Context: an optimization exercise on an open-source flow, tuned for small area, a short achievable clock period and few clock cycles. The choices shown serve that exercise and are no tape-out recipe.
Only simulation tests tie the RTL to the original design; equivalence was not proved.

**flow/config.mk**
```make
export PLATFORM = sky130hd
export DESIGN_NAME = battle_engine
export DESIGN_NICKNAME = battle_engine
export VERILOG_FILES = /design/flow/design.v
export SDC_FILE = /design/flow/constraint.sdc
export NUM_CORES = 4
export LEC_CHECK = 0
export CAP_MARGIN = 20
export CORE_MARGIN = 2
export CORE_UTILIZATION = 40
export SLEW_MARGIN = 20
```
**flow/constraint.sdc**
```tcl
create_clock -name core_clock -period 18.0 [get_ports {clk_25MHz}]
set_input_delay 3.6000 -clock core_clock [delete_from_list [all_inputs] [get_ports {clk_25MHz}]]
set_output_delay 3.6000 -clock core_clock [all_outputs]
set_load 0.01 [all_outputs]
```
**flow/design.v**
```verilog
package battle_pkg;
    localparam int x_w      = 10;
    localparam int hp_w     = 12;
    localparam int slot_cnt = 8;
    localparam int slot_w   = 3;
    localparam int type_w   = 2;
    localparam int uhp_w    = 8;    
    localparam int dmg_w    = 8;    
    localparam int thp_w    = 9;    
    localparam int cnt_w    = 4;    
    localparam int ae_w     = 10;   
    localparam int aa_w     = 9;    
    localparam logic [x_w-1:0]   enemy_spawn_x = 10'd10;
    localparam logic [x_w-1:0]   army_spawn_x  = 10'd570;
    localparam logic [thp_w-1:0] tower_hp_init = 9'd400;
    function automatic logic [uhp_w-1:0] unit_hp(input logic [type_w-1:0] t);
        case (t)
            2'd0: unit_hp = 8'd30;
            2'd1: unit_hp = 8'd80;
            2'd2: unit_hp = 8'd50;
            default: unit_hp = 8'd150;
        endcase
    endfunction
    function automatic logic [4:0] unit_atk(input logic [type_w-1:0] t);
        case (t)
            2'd0: unit_atk = 5'd6;
            2'd1: unit_atk = 5'd12;
            2'd2: unit_atk = 5'd9;
            default: unit_atk = 5'd25;
        endcase
    endfunction
    function automatic logic [cnt_w-1:0] unit_strike(input logic [type_w-1:0] t);
        case (t)
            2'd0: unit_strike = 4'd4;
            2'd1: unit_strike = 4'd6;
            2'd2: unit_strike = 4'd5;
            default: unit_strike = 4'd8;
        endcase
    endfunction
    function automatic logic [cnt_w-1:0] unit_last(input logic [type_w-1:0] t);
        case (t)
            2'd0: unit_last = 4'd7;
            2'd1: unit_last = 4'd11;
            2'd2: unit_last = 4'd9;
            default: unit_last = 4'd15;
        endcase
    endfunction
    function automatic logic [2:0] unit_speed(input logic [type_w-1:0] t);
        case (t)
            2'd0: unit_speed = 3'd6;
            2'd1: unit_speed = 3'd3;
            2'd2: unit_speed = 3'd4;
            default: unit_speed = 3'd2;
        endcase
    endfunction
    function automatic logic [6:0] unit_range(input logic [type_w-1:0] t);
        case (t)
            2'd0: unit_range = 7'd40;
            2'd1: unit_range = 7'd20;
            2'd2: unit_range = 7'd100;
            default: unit_range = 7'd25;
        endcase
    endfunction
endpackage
`timescale 1ns/1ps
module unit_squad #(
    parameter bit side_enemy = 1'b1,
    parameter int aw = side_enemy ? battle_pkg::ae_w : battle_pkg::aa_w
) (
    input  logic                          clk_25MHz,
    input  logic                          rst,
    input  logic                          start,
    input  logic                          spawn_go,
    input  logic [battle_pkg::type_w-1:0] spawn_type,
    input  logic                          frame_go,
    input  logic                          opp_alive,      
    input  logic [battle_pkg::x_w-1:0]    opp_front_x,    
    input  logic [battle_pkg::dmg_w-1:0]  dmg_in,         
    output logic                          has_free,
    output logic                          any_alive,
    output logic [battle_pkg::slot_w:0]   alive_count,
    output logic [aw-1:0]                 front_a,        
    output logic [battle_pkg::dmg_w-1:0]  dmg_unit,       
    output logic [battle_pkg::dmg_w-1:0]  dmg_tower       
);
    localparam int n = battle_pkg::slot_cnt;
    localparam logic [aw-1:0] spawn_a = side_enemy ? aw'(10) : aw'(0);
    localparam logic [10:0]   tower_k = side_enemy ? 11'd570 : 11'd500;
    logic [n-1:0]                    alive_q;
    logic [battle_pkg::type_w-1:0]   type_q [n];
    logic [aw-1:0]                   a_q    [n];
    logic [battle_pkg::uhp_w-1:0]    hp_q   [n];
    logic [battle_pkg::cnt_w-1:0]    c_q    [n];
    logic [battle_pkg::slot_w:0]     count_q;
    logic [aw-1:0]                   front_q;
    logic [10:0] opp_t;
    assign opp_t = side_enemy ? {1'b0, opp_front_x} : 11'd570 - {1'b0, opp_front_x};
    logic [n-1:0]               opp_in, tower_in, strike, mv;
    logic [aw-1:0]              a_nx   [n];
    logic [battle_pkg::cnt_w-1:0] c_nx [n];
    logic [4:0]                 atk_u  [n];
    logic [4:0]                 atk_t  [n];
    for (genvar i = 0; i < n; i++) begin : g_step
        logic [10:0] reach;
        logic [battle_pkg::cnt_w-1:0] c;
        assign c        = c_q[i];
        assign reach    = 11'(a_q[i]) + 11'(battle_pkg::unit_range(type_q[i]));
        assign opp_in[i]   = opp_alive && (reach >= opp_t);
        assign tower_in[i] = (reach >= tower_k);
        assign strike[i]   = alive_q[i] && (c == battle_pkg::unit_strike(type_q[i]));
        assign mv[i]       = (c == '0) && !(opp_in[i] || tower_in[i]);
        assign a_nx[i]     = mv[i] ? a_q[i] + aw'(battle_pkg::unit_speed(type_q[i])) : a_q[i];
        assign c_nx[i]     = (c == '0) ? {3'd0, opp_in[i] || tower_in[i]} :
                             (c == battle_pkg::unit_last(type_q[i])) ? '0 : c + 1'b1;
        assign atk_u[i]    = (strike[i] && opp_in[i])  ? battle_pkg::unit_atk(type_q[i]) : '0;
        assign atk_t[i]    = (strike[i] && !opp_in[i]) ? battle_pkg::unit_atk(type_q[i]) : '0;
    end
    always_comb begin
        dmg_unit  = '0;
        dmg_tower = '0;
        for (int i = 0; i < n; i++) begin
            dmg_unit  = dmg_unit  + battle_pkg::dmg_w'(atk_u[i]);
            dmg_tower = dmg_tower + battle_pkg::dmg_w'(atk_t[i]);
        end
    end
    logic [n-1:0] beats [n];    
    logic [n-1:0] is_f, is_s;
    for (genvar i = 0; i < n; i++) begin : g_cmp
        for (genvar j = 0; j < n; j++) begin : g_j
            if (i < j) begin : g_lt
                assign beats[i][j] = (a_nx[i] >= a_nx[j]);
            end else if (i > j) begin : g_gt
                assign beats[i][j] = !(a_nx[j] >= a_nx[i]);
            end else begin : g_eq
                assign beats[i][j] = 1'b1;
            end
        end
        assign is_f[i] = alive_q[i] && &(beats[i] | ~alive_q);
        assign is_s[i] = alive_q[i] && !is_f[i] && &(beats[i] | ~alive_q | is_f);
    end
    logic [battle_pkg::uhp_w-1:0] f_hp;
    logic [aw-1:0]                f_a, s_a;
    logic                         kill;
    logic [battle_pkg::uhp_w:0]   hp_left;
    always_comb begin
        f_hp = '0;
        f_a  = '0;
        s_a  = '0;
        for (int i = 0; i < n; i++) begin
            f_hp = f_hp | (is_f[i] ? hp_q[i] : '0);
            f_a  = f_a  | (is_f[i] ? a_nx[i] : '0);
            s_a  = s_a  | (is_s[i] ? a_nx[i] : '0);
        end
        if (!side_enemy) begin
        end else begin
            if (!(|is_f)) f_a = spawn_a;
            if (!(|is_s)) s_a = spawn_a;
        end
    end
    assign hp_left  = {1'b0, f_hp} - {1'b0, dmg_in};
    assign kill     = (|alive_q) && (dmg_in >= f_hp);
    logic [n-1:0] free_1h;
    always_comb begin
        free_1h = '0;
        for (int i = n - 1; i >= 0; i--)
            if (!alive_q[i]) free_1h = n'(1) << i;
    end
    assign alive_count = count_q;
    assign has_free    = !count_q[battle_pkg::slot_w];
    assign any_alive   = |count_q;
    assign front_a     = front_q;
    always_ff @(posedge clk_25MHz) begin
        if (rst || start) begin
            alive_q <= '0;
            count_q <= '0;
            front_q <= spawn_a;
        end else if (frame_go) begin
            alive_q <= alive_q & ~(kill ? is_f : '0);
            count_q <= count_q - kill;
            front_q <= kill ? s_a : f_a;
        end else if (spawn_go) begin
            alive_q <= alive_q | free_1h;
            count_q <= count_q + 1'b1;
        end
    end
    for (genvar i = 0; i < n; i++) begin : g_slot
        always_ff @(posedge clk_25MHz) begin
            if (spawn_go && free_1h[i]) begin
                type_q[i] <= spawn_type;
                a_q[i]    <= spawn_a;
                hp_q[i]   <= battle_pkg::unit_hp(spawn_type);
                c_q[i]    <= '0;
            end else if (frame_go) begin
                a_q[i] <= a_nx[i];
                c_q[i] <= c_nx[i];
                if (is_f[i])
                    hp_q[i] <= hp_left[battle_pkg::uhp_w-1:0];
            end
        end
    end
endmodule
`timescale 1ns/1ps
module battle_referee (
    input  logic                         clk_25MHz,
    input  logic                         rst,
    input  logic                         start,
    input  logic                         frame_valid,
    input  logic                         spawn_valid,
    input  logic                         spawn_enemy,
    input  logic                         has_free_e,
    input  logic                         has_free_a,
    input  logic [battle_pkg::dmg_w-1:0] dmg_tower_e,    
    input  logic [battle_pkg::dmg_w-1:0] dmg_tower_a,    
    output logic                         frame_ready,
    output logic                         spawn_ready,
    output logic                         frame_go,
    output logic                         spawn_go_e,
    output logic                         spawn_go_a,
    output logic [battle_pkg::hp_w-1:0]  tower_hp_enemy,
    output logic [battle_pkg::hp_w-1:0]  tower_hp_army,
    output logic                         game_win,
    output logic                         game_lose
);
    logic                         run_q;    
    logic [battle_pkg::thp_w-1:0] tw_e_q, tw_a_q;
    logic [battle_pkg::thp_w-1:0] tw_e_nx, tw_a_nx;
    assign frame_ready = run_q;
    assign spawn_ready = run_q && (spawn_enemy ? has_free_e : has_free_a);
    assign frame_go    = frame_valid && run_q;
    assign spawn_go_e  = spawn_valid && spawn_enemy && run_q && has_free_e;
    assign spawn_go_a  = spawn_valid && !spawn_enemy && run_q && has_free_a;
    assign tw_a_nx = (battle_pkg::thp_w'(dmg_tower_e) >= tw_a_q) ? '0 :
                     tw_a_q - battle_pkg::thp_w'(dmg_tower_e);
    assign tw_e_nx = (battle_pkg::thp_w'(dmg_tower_a) >= tw_e_q) ? '0 :
                     tw_e_q - battle_pkg::thp_w'(dmg_tower_a);
    always_ff @(posedge clk_25MHz) begin
        if (rst) begin
            run_q     <= 1'b0;
            game_win  <= 1'b0;
            game_lose <= 1'b0;
            tw_e_q    <= '0;
            tw_a_q    <= '0;
        end else if (start) begin
            run_q     <= 1'b1;
            game_win  <= 1'b0;
            game_lose <= 1'b0;
            tw_e_q    <= battle_pkg::tower_hp_init;
            tw_a_q    <= battle_pkg::tower_hp_init;
        end else if (frame_go) begin
            tw_e_q <= tw_e_nx;
            tw_a_q <= tw_a_nx;
            if (tw_a_nx == '0) begin   
                game_lose <= 1'b1;
                run_q     <= 1'b0;
            end else if (tw_e_nx == '0) begin
                game_win <= 1'b1;
                run_q    <= 1'b0;
            end
        end
    end
    assign tower_hp_enemy = {tw_e_q, 3'b000} + {2'b00, tw_e_q, 1'b0};
    assign tower_hp_army  = {tw_a_q, 3'b000} + {2'b00, tw_a_q, 1'b0};
endmodule
`timescale 1ns/1ps
module battle_engine (
    input  logic                          clk_25MHz,
    input  logic                          rst,
    input  logic                          start,
    input  logic                          frame_valid,
    output logic                          frame_ready,
    input  logic                          spawn_valid,
    output logic                          spawn_ready,
    input  logic                          spawn_enemy,
    input  logic [battle_pkg::type_w-1:0] spawn_type,
    output logic [battle_pkg::hp_w-1:0]   tower_hp_enemy,
    output logic [battle_pkg::hp_w-1:0]   tower_hp_army,
    output logic [battle_pkg::slot_w:0]   enemy_count,
    output logic [battle_pkg::slot_w:0]   army_count,
    output logic [battle_pkg::x_w-1:0]    enemy_front_x,
    output logic [battle_pkg::x_w-1:0]    army_front_x,
    output logic                          game_win,
    output logic                          game_lose
);
    logic                           frame_go;
    logic                           spawn_go_e;
    logic                           spawn_go_a;
    logic                           has_free_e;
    logic                           has_free_a;
    logic                           alive_e;
    logic                           alive_a;
    logic [battle_pkg::ae_w-1:0]    front_a_e;
    logic [battle_pkg::aa_w-1:0]    front_a_a;
    logic [battle_pkg::dmg_w-1:0]   dmg_unit_e;
    logic [battle_pkg::dmg_w-1:0]   dmg_tower_e;
    logic [battle_pkg::dmg_w-1:0]   dmg_unit_a;
    logic [battle_pkg::dmg_w-1:0]   dmg_tower_a;
    assign enemy_front_x = front_a_e;
    assign army_front_x  = battle_pkg::army_spawn_x - battle_pkg::x_w'(front_a_a);
    unit_squad #(.side_enemy(1'b1)) u_enemy (
        .clk_25MHz(clk_25MHz), .rst(rst), .start(start),
        .spawn_go(spawn_go_e), .spawn_type(spawn_type), .frame_go(frame_go),
        .opp_alive(alive_a), .opp_front_x(army_front_x), .dmg_in(dmg_unit_a),
        .has_free(has_free_e), .any_alive(alive_e), .alive_count(enemy_count),
        .front_a(front_a_e), .dmg_unit(dmg_unit_e), .dmg_tower(dmg_tower_e)
    );
    unit_squad #(.side_enemy(1'b0)) u_army (
        .clk_25MHz(clk_25MHz), .rst(rst), .start(start),
        .spawn_go(spawn_go_a), .spawn_type(spawn_type), .frame_go(frame_go),
        .opp_alive(alive_e), .opp_front_x(enemy_front_x), .dmg_in(dmg_unit_e),
        .has_free(has_free_a), .any_alive(alive_a), .alive_count(army_count),
        .front_a(front_a_a), .dmg_unit(dmg_unit_a), .dmg_tower(dmg_tower_a)
    );
    battle_referee u_ref (
        .clk_25MHz(clk_25MHz), .rst(rst), .start(start),
        .frame_valid(frame_valid), .spawn_valid(spawn_valid), .spawn_enemy(spawn_enemy),
        .has_free_e(has_free_e), .has_free_a(has_free_a),
        .dmg_tower_e(dmg_tower_e), .dmg_tower_a(dmg_tower_a),
        .frame_ready(frame_ready), .spawn_ready(spawn_ready), .frame_go(frame_go),
        .spawn_go_e(spawn_go_e), .spawn_go_a(spawn_go_a),
        .tower_hp_enemy(tower_hp_enemy), .tower_hp_army(tower_hp_army),
        .game_win(game_win), .game_lose(game_lose)
    );
endmodule
```
**flow/run.sh**
```bash
#!/bin/bash
# synth_recipe.tcl (not shown) runs the flow's synth.tcl, then flattens the netlist and writes it again
# the make line also repeats each setting of config.mk as NAME=value (left out here)
make -C /OpenROAD-flow-scripts/flow DESIGN_CONFIG=/design/flow/config.mk WORK_HOME=/design/flow/orfs CLKGATE_MAP_FILE= SYNTH_SCRIPT=/design/flow/synth_recipe.tcl finish
```
==> results_dict.tcl <==
set metrics [dict create \
    status "no timing/DRC/antenna violations" \
    async_flop_share_pct 0 \
    grt_pass1_wl_mm 394 \
    power_mw 10.2 \
    slew_viol_final 0 \
    power_frac_comb_pct 73.4 \
    grt_max_degree 72 \
    power_frac_seq_pct 14.7 \
    clock_skew_ns 0.0606 \
    die_y_um 388 \
    end_kind "flip-flop" \
    final-instance-count-excl-fill 9287 \
    drt_wl_total_mm 276 \
    post-route-period-util_pct 76.5 \
    cts_tree "done" \
    dieArea_um2 150000 \
    syn_area_um2 58900 \
    avgSynthCellArea_um2 8.13 \
    yosysWarningCount 21 \
    pre_cts_ws_ns 4.82 \
    ctsHoldBuffers 0 \
    powerDensity_nw_per_um2 158 \
    grt-ovfl-total 0 \
    drt_iter0_drc 6672 \
    drc_errors 0 \
    cts_buffers 58 \
    dp_cells 9171 \
    r2r_slack_ns 4.23 \
    fin_ws_ns 4.23 \
    finalSetupViolations 0 \
    fin_area_um2 64500 \
    placed_area_um2 62500 \
    cpMostUsedCell "nand2_1" \
    grt_setup_unrepaired "no" \
    fillCellCount 14500 \
    hpwl_mm 218 \
    relSlewSlack_pct 16.9 \
    htree_levels 2 \
    synth_flop_cell "dfxtp_1" \
    cts-root-buf "clkbuf_16" \
    place_congestion 1.06 \
    ys_seq_elements 440 \
    min_period_ns 13.77 \
    ff_latch_area_um2 10400 \
    clock_sinks 440 \
    tns_ns 0 \
    max_stage_delay_ns 0.89 \
    drive_above_1_share_pct 7.06 \
    drt-pass1-iter-count 9 \
    fp-row-count 140 \
    seq_area_frac_synth_pct 17.7 \
    critPathKind "flip-flop to flip-flop" \
    p_leak_nw 28.8 \
    cts_resized 0 \
    max_clock_freq_ghz 0.0726 \
    power.switching_mw 5.76 \
    antenna_found_initial 16 \
    grt_pass1_vias 55600 \
    drv_cap 0 \
    start_util_pct 40.3 \
    crit_arrival_ns 14.35 \
    path_max_fanout 12 \
    finalHoldViolations 0 \
    max-vdd-ir-drop_v 0.0000882 \
    crit_slowest_cell "xnor2_1" \
    p_sw_share_pct 56.6 \
    final_core_util_pct 44.2 \
    cts_setup_buffers 0 \
    synth.distinct_cells 139 \
    ios 64 \
    core_um2 146000 \
    chipWidth_um 388 \
    vias 59400 \
    io_buffers 61 \
    antenna_left 0 \
    via_per_inst 6.40 \
    clock_path_buffers 3 \
    clockPowerShare_pct 12.0 \
    multi_input_area_um2 45500 \
    cp-start-kind "flip-flop" \
    hold_class "flip-flop to flip-flop" \
    clkTransAtPathRegs_ns 0.07 \
    track_usage_pct 35.4 \
    finish.net_count 8438 \
    area_growth_pct 9.65 \
    tightest_slew_ns 1.25 \
    p_int_mw 4.42 \
    wire_per_inst_um 29.7 \
    postSynthCellCount 7240 \
    synth_edf_count 160 \
    clock_latency_ns 0.73 \
    worst_hold_slack_ns 0.480 \
    worst-endpoint-required_ns 18.58 \
]
[cell type report]
| type | count | share of cell area [%] |
|---|---|---|
| diodes | 4 | 0.0155 |
| clock buffers | 80 | 2.50 |
| clock inverters | 30 | 0.488 |
| inverters | 578 | 3.38 |
| multi-input cells | 5976 | 70.4 |
| flip-flops and latches | 440 | 16.1 |
| well taps | 1917 | 3.72 |
| repair buffers | 262 | 3.36 |
[power groups by stage]
stage	Combinational (mW)	Sequential (mW)	Clock, mW
floorplan	4.58	1.37	0
global placement	7.07	1.50	0
detailed placement	7.15	1.50	0
CTS	7.19	1.48	1.23
global route	7.99	1.52	1.27
finish	7.47	1.49	1.22
[synthesized netlist by cell type, types with 21 or more instances]
| cell | count | area (um^2) |
|---|---|---|
| ha_1 | 994 | 12400 |
| o2111ai_1 | 31 | 272 |
| a21o_1 | 223 | 1670 |
| nor2b_1 | 90 | 563 |
| or3_1 | 72 | 450 |
| a221oi_1 | 29 | 254 |
| a211o_1 | 25 | 219 |
| a221o_1 | 24 | 240 |
| nand2b_1 | 113 | 707 |
| xnor2_1 | 192 | 1680 |
| a21oi_1 | 487 | 2440 |
| inv_1 | 554 | 2080 |
| xor2_1 | 213 | 1870 |
| and3_1 | 74 | 463 |
| nor3_1 | 123 | 616 |
| a222oi_1 | 46 | 460 |
| nand2_1 | 565 | 2120 |
| and4_1 | 24 | 210 |
| mux2i_1 | 31 | 310 |
| or2_2 | 41 | 257 |
| o22ai_1 | 64 | 400 |
| or4_1 | 30 | 225 |
| dfxtp_1 | 280 | 5610 |
| o21a_1 | 42 | 315 |
| nand3_1 | 179 | 896 |
| a211oi_1 | 128 | 961 |
| nor2_1 | 617 | 2320 |
| o2111a_1 | 21 | 236 |
| edfxtp_1 | 160 | 4800 |
| o221ai_1 | 49 | 429 |
| fa_1 | 120 | 2400 |
| a31oi_1 | 61 | 382 |
| o211a_1 | 21 | 210 |
| a22oi_1 | 41 | 308 |
| nor4_1 | 50 | 313 |
| o21bai_1 | 39 | 293 |
| and2_1 | 59 | 369 |
| clkbuf_1 | 178 | 668 |
| nor3b_1 | 37 | 278 |
| o21ai_0 | 388 | 1940 |
| o31ai_1 | 39 | 293 |
| nand4_1 | 119 | 744 |
| o211ai_1 | 63 | 473 |
| buf_1 | 27 | 101 |
[worst max-delay path, delay by kind of cell (launching register included)]
family                   cells  cell delay [ns]
AO/OA/AOI/OAI               25             5.65
AND/OR/NAND/NOR             15             3.33
adder cells (fa/ha/maj)      5             1.51
buffers and inverters        5             1.17
XOR/XNOR                     2             1.06
flip-flops                   1             0.86
[path summary, 6_finish.rpt]
| check | from | to | cells past startpoint |
|---|---|---|---|
| hold / removal | u_ref.game_lose | u_ref.game_lose | 2 |
| setup / recovery | u_army.front_q[0] | u_enemy.count_q[3] | 52 |
| setup reg to reg | u_army.front_q[0] | u_enemy.count_q[3] | 52 |
| hold reg to reg | u_ref.game_lose | u_ref.game_lose | 2 |
[kinds of logic (layout without fill, tap and decap cells)]
kind of cell / count (synthesis) / after routing / synth area share (%)
multiplexers: 41 / 41 / 0.757
XOR/XNOR: 405 / 405 / 6.03
AND/OR/NAND/NOR: 2295 / 2295 / 19.6
AO/OA/AOI/OAI: 2099 / 2099 / 24.9
flip-flops: 440 / 440 / 17.7
other: 1 / 6 / 0.00637
buffers and inverters: 825 / 950 / 5.51
adder cells (fa/ha/maj): 1134 / 1134 / 25.6
[layout by cell type, fill, tap and decap left out, types with 90 or more instances in the layout]
cell,netlist,final
o21ai_0,388,383
ha_1,994,992
nor3_1,123,121
fa_1,120,120
nor2b_1,90,90
nand4_1,119,119
dfxtp_1,280,280
nor2_1,617,616
xnor2_1,192,180
nand3_1,179,179
nand2b_1,113,113
edfxtp_1,160,160
buf_4,14,198
a21oi_1,487,485
inv_1,554,552
nand2_1,565,564
a211oi_1,128,128
xor2_1,213,202
a21o_1,223,223
[sequential cells by signal, summed over array words and instances (netlist names), 4 cells and up]
signal	cells
u_enemy.front_q	10
u_enemy.count_q	4
u_army.a_q	72
u_enemy.hp_q	64
u_ref.tw_a_q	9
u_army.type_q	16
u_army.hp_q	64
u_army.c_q	32
u_army.alive_q	8
u_enemy.alive_q	8
u_army.count_q	4
u_army.front_q	9
u_enemy.type_q	16
u_enemy.a_q	80
u_ref.tw_e_q	9
u_enemy.c_q	32
[layer usage]
metal	wire length, um	share of wire (%)	GRT usage [%]	vias up
met4	14500	5.3	15.8	12
met1	118000	43	48.5	29000
met5	92	0.033	0	-
met3	27500	10	7.80	609
li1	-	-	-	27000
met2	115000	42	53.1	2896
Testbench counts, summed over its fixed seeds: cycles 24,292.

[afterwards: timing with drivers on the ports]
The results above use ideal ports. As a check the final layout listed here was re-extracted and re-timed, cells and wires unchanged.
Step 1: set_driving_cell puts a clkbuf_16 on clk_25MHz and a buf_2 on each other input, an assumption about the parent block.
Step 2, shift: input delay + t, output delay - t, t = (earliest + latest rising clock arrival at the registers) / 2. This alone moves slack from input paths to output paths.
Slacks: no drivers / after step 1 / after step 2; pairs: no drivers / after step 1.
t, ns: 0.774
slack for setup (ns): 4.228 / 4.228 / 4.228
worst setup path at the end: register to register
latest minus earliest clock arrival (ns): 0.060 / 0.061
slew at the worst register clock pin (ns): 0.07 / 0.07
After both steps this run still meets setup and hold. The setup slack of this run moves by 0.000 ns with the drivers and by 0.000 ns with both steps.
